Source: an optimization exercise on an open RTL-to-GDS flow (aim: small area, a short achievable clock period and few clock cycles per item). Production flows keep margins and buffers that such runs may drop. The RTL was checked by simulation tests, not by an equivalence proof against the original design. No activity file was given, so power comes from the tool's default toggle rates.

exp/umber:
// rgb_to_yuv_encoder
module rgb_to_yuv_encoder
#(
  parameter int NUM_GROUPS = 19200
) (
  input  logic        CLOCK_50_I,
  input  logic        reset,
  input  logic        enable,
  input  logic [15:0] SRAM_read_data,
  output logic [17:0] SRAM_address,
  output logic [15:0] SRAM_write_data,
  output logic        SRAM_we_n,
  output logic        done
);
Size in the first run: ~240 flip-flops.
==> flow/config.mk <==
export PLATFORM = sky130hd
export DESIGN_NAME = rgb_to_yuv_encoder
export DESIGN_NICKNAME = rgb_to_yuv_encoder
export VERILOG_FILES = /design/flow/design.v
export SDC_FILE = /design/flow/constraint.sdc
export NUM_CORES = 4
export LEC_CHECK = 0
export CAP_MARGIN = 20
export CORE_MARGIN = 2
export CORE_UTILIZATION = 32
export CTS_CLUSTER_DIAMETER = 120
export CTS_CLUSTER_SIZE = 24
export SLEW_MARGIN = 20
==> flow/constraint.sdc <==
create_clock -name core_clock -period 12.0 [get_ports {CLOCK_50_I}]
set_input_delay 2.4000 -clock core_clock [delete_from_list [all_inputs] [get_ports {CLOCK_50_I}]]
set_output_delay 2.4000 -clock core_clock [all_outputs]
set_load 0.01 [all_outputs]
standard.sh (not shown) runs the stock make flow with config.mk's settings and CLKGATE_MAP_FILE= SYNTH_SCRIPT=/design/flow/synth_recipe.tcl, a recipe that flattens the netlist after the stock synthesis.
==> flow/flow/run.sh <==
#!/bin/bash
# The standard layout (standard synthesis, floorplan, placement, CTS, routing) with the
# resizer's setup-repair target tightened: repair_timing aims for this much positive slack
# against the unchanged 12 ns constraint, so it sizes and buffers the critical paths.
# The SDC, clock period, I/O delays and every other setting stay the standard flow's.
set -uo pipefail
bash standard.sh SETUP_SLACK_MARGIN=8.5 finish > standard.log 2>&1
Having completed the whole flow, exp/umber delivered a layout that passed the timing, design-rule and antenna checks.
Testbench counts of exp/umber, summed over its fixed seeds: cycles 1,536,068, frames 8.
## Diff of input files: exp/pepper against exp/umber
- CORE_UTILIZATION: 32 -> 48
Results
- Compared with exp/umber, in exp/pepper fraction of cell area in non-clock buffers rose 0.15 points, worst clock skew about even, final total power about even, half-perimeter wire length after placement fell 1.3%.
- Relative to exp/umber, met3 layer usage reported by global route increased by 0.18 points in exp/pepper.
- Placement-stage worst setup slack: exp/pepper higher than exp/umber
- The run with more routed wire is exp/umber, not exp/pepper.
- Number of global-route vias before repair of exp/pepper exceeds that of exp/umber slightly.
- exp/pepper vs exp/umber on share of cell area taken by multi-input logic gates: exp/pepper is the higher one.
- Number of nets in the layout: exp/umber vs exp/pepper — no meaningful difference
- Worst-case setup margin in the final layout on exp/pepper is ahead of exp/umber.
> inputs changed (exp/pepper -> exp/willow)
- CORE_UTILIZATION: 48 -> 40
- CTS_CLUSTER_DIAMETER: 120 -> 90
- CTS_CLUSTER_SIZE: 24 -> 18
Results
exp/pepper finished end to end and its layout was clean on timing, DRC and antenna.
exp/willow completed end to end with timing, DRC and antenna clean.
Count of cell instances traversed by the critical path ended up 10 lower on exp/willow than on exp/pepper.
Per the comparison of exp/willow with exp/pepper, sequential share of layout area closely matched the old numbers, non-clock buffer count shrank by about 9%.
[inputs] exp/yarrow vs exp/willow
- a change of CTS_CLUSTER_DIAMETER from 90 to 120
- a change of CTS_CLUSTER_SIZE from 18 to 24
- an added CTS_BUF_LIST of sky130_fd_sc_hd__clkbuf_16 sky130_fd_sc_hd__clkbuf_8
## What came out
- exp/yarrow went all the way through the flow, and no timing, DRC or antenna check failed.
- Count of nets left with antenna violations after detail routing: exp/yarrow vs exp/willow identical
- [exp/yarrow vs exp/willow] proportion of power drawn by the clock network: lower in exp/yarrow
- Total power consumption of the routed design (exp/yarrow over exp/willow): decrease, 0.037 mW
- In exp/yarrow the fraction of met2 tracks used by global routing turned out 0.18 points higher than in exp/willow.
- ~same wire length after detailed routing in exp/willow and exp/yarrow
- Register-to-register slack delta (exp/yarrow -> exp/willow): insignificant


rgb_to_yuv_encoder, a different RTL version from the one above (not shown whole).
Size in the first run: about 55 I/O pins, roughly 15000 um2 of cells after synthesis.
clock: 12.0 ns
lec_check: 0
cap_margin: 20
core_margin: 2
core_utilization: 40
cts_cluster_diameter: 150
cts_cluster_size: 30
slew_margin: 20
==> flow/flow/run.sh <==
#!/bin/bash
# The standard layout (standard synthesis, floorplan, placement, CTS, routing) with the
# resizer's setup-repair target tightened: repair_timing aims for this much positive slack
# against the unchanged 12 ns constraint, so it sizes and buffers the critical paths.
# The SDC, clock period, I/O delays and every other setting stay the standard flow's.
set -uo pipefail
bash standard.sh SETUP_SLACK_MARGIN=8.6 finish > standard.log 2>&1
Testbench counts at the start, summed over its fixed seeds: cycles 1,536,068, frames 8.
Edit:
--- a/flow/flow/run.sh
+++ b/flow/flow/run.sh
@@ -7 +7 @@
-bash standard.sh SETUP_SLACK_MARGIN=8.6 finish > standard.log 2>&1
+bash standard.sh SETUP_SLACK_MARGIN=8.5 finish > standard.log 2>&1
--- a/flow/config.mk
+++ b/flow/config.mk
@@ -11,2 +11,3 @@
-export CTS_CLUSTER_DIAMETER = 150
-export CTS_CLUSTER_SIZE = 30
+export CTS_CLUSTER_DIAMETER = 120
+export CTS_CLUSTER_SIZE = 24
+export PLACE_DENSITY = 0.75
Clock skew barely changes.
Die area stays the same.
Wire length goes down slightly.
Flip-flop and latch count stays the same.
Total power goes up slightly.
Setup slack stays flat.
Design area is about the same.
Sequential power is about the same.
Edit:
--- a/flow/config.mk
+++ b/flow/config.mk
@@ -7,0 +8 @@
+export ABC_CLOCK_PERIOD_IN_PS = 3000
@@ -13 +13,0 @@
-export PLACE_DENSITY = 0.75
Effect: Clock-buffer cell count increases by 2. Synthesized cell count stays the same. Register-to-register slack is worse by 0.02 ns.
Edit:
--- a/flow/flow/run.sh
+++ b/flow/flow/run.sh
@@ -7 +7 @@
-bash standard.sh SETUP_SLACK_MARGIN=8.5 finish > standard.log 2>&1
+bash standard.sh SETUP_SLACK_MARGIN=8.6 finish > standard.log 2>&1
--- a/flow/config.mk
+++ b/flow/config.mk
@@ -8 +7,0 @@
-export ABC_CLOCK_PERIOD_IN_PS = 3000
=> The new run ran to the end with no violations; combinational power is higher by about 2%; routed wire length went up by 3.2%; hold slack loses 0.0090 ns; register-to-register slack improves by 0.05 ns; final area went up by 1.0%.


rgb_to_yuv_encoder again, from the RTL that the note above started with.
clock: 12.0 ns
lec_check: 0
cap_margin: 0
core_margin: 2
core_utilization: 40
cts_cluster_diameter: 120
cts_cluster_size: 24
slew_margin: 0
==> flow/flow/run.sh <==
#!/bin/bash
# The standard layout (standard synthesis, floorplan, placement, CTS, routing) with the
# resizer's setup-repair target tightened: repair_timing aims for this much positive slack
# against the unchanged 12 ns constraint, so it sizes and buffers the critical paths.
# The SDC, clock period, I/O delays and every other setting stay the standard flow's.
set -uo pipefail
bash standard.sh SETUP_SLACK_MARGIN=8.5 finish > standard.log 2>&1
The first run completed with no timing, DRC or antenna violations.
Testbench counts at the start, summed over its fixed seeds: cycles 1,536,068, frames 8.
Next try:
--- a/flow/flow/run.sh
+++ b/flow/flow/run.sh
@@ -5,3 +5,3 @@
 # The SDC, clock period, I/O delays and every other setting stay the standard flow's.
 set -uo pipefail
-bash standard.sh SETUP_SLACK_MARGIN=8.5 finish > standard.log 2>&1
+bash standard.sh SETUP_SLACK_MARGIN=8.45 finish > standard.log 2>&1
--- a/flow/config.mk
+++ b/flow/config.mk
@@ -6,8 +6,8 @@
 export NUM_CORES = 4
 export LEC_CHECK = 0
-export CAP_MARGIN = 0
+export CAP_MARGIN = 20
 export CORE_MARGIN = 2
 export CORE_UTILIZATION = 40
 export CTS_CLUSTER_DIAMETER = 120
 export CTS_CLUSTER_SIZE = 24
-export SLEW_MARGIN = 0
+export SLEW_MARGIN = 20
=>
- die area is unchanged
- worst setup slack got worse by 3.7 ps
- area after synthesis does not change
- utilization goes down by 0.12 points


Another version of the RTL of rgb_to_yuv_encoder (not shown whole).
Size in the first run: roughly 1500 cells after synthesis, roughly 240 flip-flops, roughly 55 I/O pins.
==> flow/config.mk <==
export PLATFORM = sky130hd
export DESIGN_NAME = rgb_to_yuv_encoder
export DESIGN_NICKNAME = rgb_to_yuv_encoder
export VERILOG_FILES = /design/flow/design.v
export SDC_FILE = /design/flow/constraint.sdc
export NUM_CORES = 4
export LEC_CHECK = 0
export CAP_MARGIN = 20
export CORE_MARGIN = 2
export CORE_UTILIZATION = 40
export SLEW_MARGIN = 20
==> flow/constraint.sdc <==
create_clock -name core_clock -period 12.0 [get_ports {CLOCK_50_I}]
set_input_delay 2.4000 -clock core_clock [delete_from_list [all_inputs] [get_ports {CLOCK_50_I}]]
set_output_delay 2.4000 -clock core_clock [all_outputs]
set_load 0.01 [all_outputs]
==> flow/flow/run.sh <==
#!/bin/bash
# The standard layout (standard synthesis, floorplan, placement, CTS, routing) with the
# resizer's setup-repair target tightened: repair_timing aims for this much positive slack
# against the unchanged 12 ns constraint, so it sizes and buffers the critical paths.
# The SDC, clock period, I/O delays and every other setting stay the standard flow's.
set -uo pipefail
bash standard.sh SETUP_SLACK_MARGIN=8.6 CTS_CLUSTER_SIZE=30 CTS_CLUSTER_DIAMETER=150 finish > standard.log 2>&1
Testbench counts at the start, summed over its fixed seeds: cycles 1,536,100, frames 8.
Change:
--- a/flow/flow/run.sh
+++ b/flow/flow/run.sh
@@ -7 +7 @@
-bash standard.sh SETUP_SLACK_MARGIN=8.6 CTS_CLUSTER_SIZE=30 CTS_CLUSTER_DIAMETER=150 finish > standard.log 2>&1
+bash standard.sh SETUP_SLACK_MARGIN=8.6 ABC_AREA=1 finish > standard.log 2>&1
The changed run produced a clean layout.
Global-route usage is higher by 1.1 points.
Utilization went up by 0.53 points.
First-iteration DRC count came out higher by roughly a tenth.
Via count rises by about a fifth.
Non-clock buffer count decreases by 19.
Maximum frequency is lower slightly.
Flip-flop and latch count stays the same.
Clock skew decreases by 0.028 ns.
Combinational power goes down by a few percent.
Final area went up by a few percent.
Change:
--- a/flow/flow/run.sh
+++ b/flow/flow/run.sh
@@ -7 +7 @@
-bash standard.sh SETUP_SLACK_MARGIN=8.6 ABC_AREA=1 finish > standard.log 2>&1
+bash standard.sh SETUP_SLACK_MARGIN=8.8 finish > standard.log 2>&1
Effect:
- count of clock-buffer cells in the layout falls by 6
- total power grows by about 7%
- clock power went up by 4.6%
- final area rose by about 4.6%
- routed wire length increases by about 0.3%
- sequential cell count is unchanged
- register-to-register slack degrades by 0.04 ns
Change:
--- a/flow/flow/run.sh
+++ b/flow/flow/run.sh
@@ -7 +7 @@
-bash standard.sh SETUP_SLACK_MARGIN=8.8 finish > standard.log 2>&1
+bash standard.sh SETUP_SLACK_MARGIN=8.4 finish > standard.log 2>&1
What happened: Setup slack gets worse by 0.11 ns. Via count drops by 5.0%. Global-route usage drops by 0.70 points. Sequential share of layout area climbs by 1.9 points. Total power drops by 5.4%. Synthesized cell count does not change. Hold slack stays flat. Wire length drops by 8.5%. Cell area drops by 7.5%. Core utilization drops by 3.7 points.

## separate check: timing with driven ports
Ports are ideal in the flow. The routed layouts listed here were re-timed in OpenROAD. Step 1 (the two cells are an assumption about what drives the block):
set clk [get_ports {CLOCK_50_I}]
set_driving_cell -lib_cell sky130_fd_sc_hd__clkbuf_16 $clk
set_driving_cell -lib_cell sky130_fd_sc_hd__buf_2 [delete_from_list [all_inputs] $clk]
Step 2 adds t to the input delays and takes it off the output delays; t is the mean of the earliest and latest rising clock arrival at the registers after step 1. Input paths then give back, and output paths get back, about the clock's delay inside the block. a / b / c = ideal / step 1 / step 2; a / b = the first two.
run | t, ns | setup WS [ns] | hold WS [ns] | worst setup path after step 2
exp/umber | 0.540 | 8.534 / 8.480 / 8.476 | 0.374 / 0.374 / 0.374 | input to register
exp/pepper | 0.533 | 8.540 / 8.493 / 8.513 | 0.379 / 0.379 / 0.379 | input to register
exp/willow | 0.542 | 8.544 / 8.493 / 8.496 | 0.355 / 0.355 / 0.355 | input to register
exp/yarrow | 0.535 | 8.539 / 8.492 / 8.496 | 0.359 / 0.359 / 0.359 | input to register
the first run of note 2 | 0.528 | 8.494 / 8.443 / 8.509 | 0.360 / 0.360 / 0.360 | input to register
the second run of note 2 | 0.521 | 8.496 / 8.445 / 8.486 | 0.380 / 0.380 / 0.380 | input to register
the third run of note 2 | 0.520 | 8.516 / 8.466 / 8.507 | 0.367 / 0.367 / 0.367 | input to register
the fourth run of note 2 | 0.541 | 8.497 / 8.443 / 8.486 | 0.358 / 0.358 / 0.358 | input to register
the first run of note 3 | 0.520 | 8.509 / 8.459 / 8.511 | 0.366 / 0.366 / 0.366 | input to register
the second run of note 3 | 0.520 | 8.505 / 8.456 / 8.510 | 0.366 / 0.366 / 0.366 | input to register
the first run of note 4 | 0.535 | 8.572 / 8.518 / 8.605 | 0.359 / 0.359 / 0.359 | register to register
the second run of note 4 | 0.603 | 8.526 / 8.474 / 8.659 | 0.361 / 0.361 / 0.361 | input to register
the third run of note 4 | 0.604 | 8.553 / 8.497 / 8.638 | 0.374 / 0.374 / 0.374 | register to register
the fourth run of note 4 | 0.606 | 8.444 / 8.389 / 8.498 | 0.373 / 0.373 / 0.373 | register to register
After both steps every run listed still meets setup and hold. The setup slack of exp/umber, which loses most, moves by -0.054 ns with the drivers and by -0.058 ns with both steps.
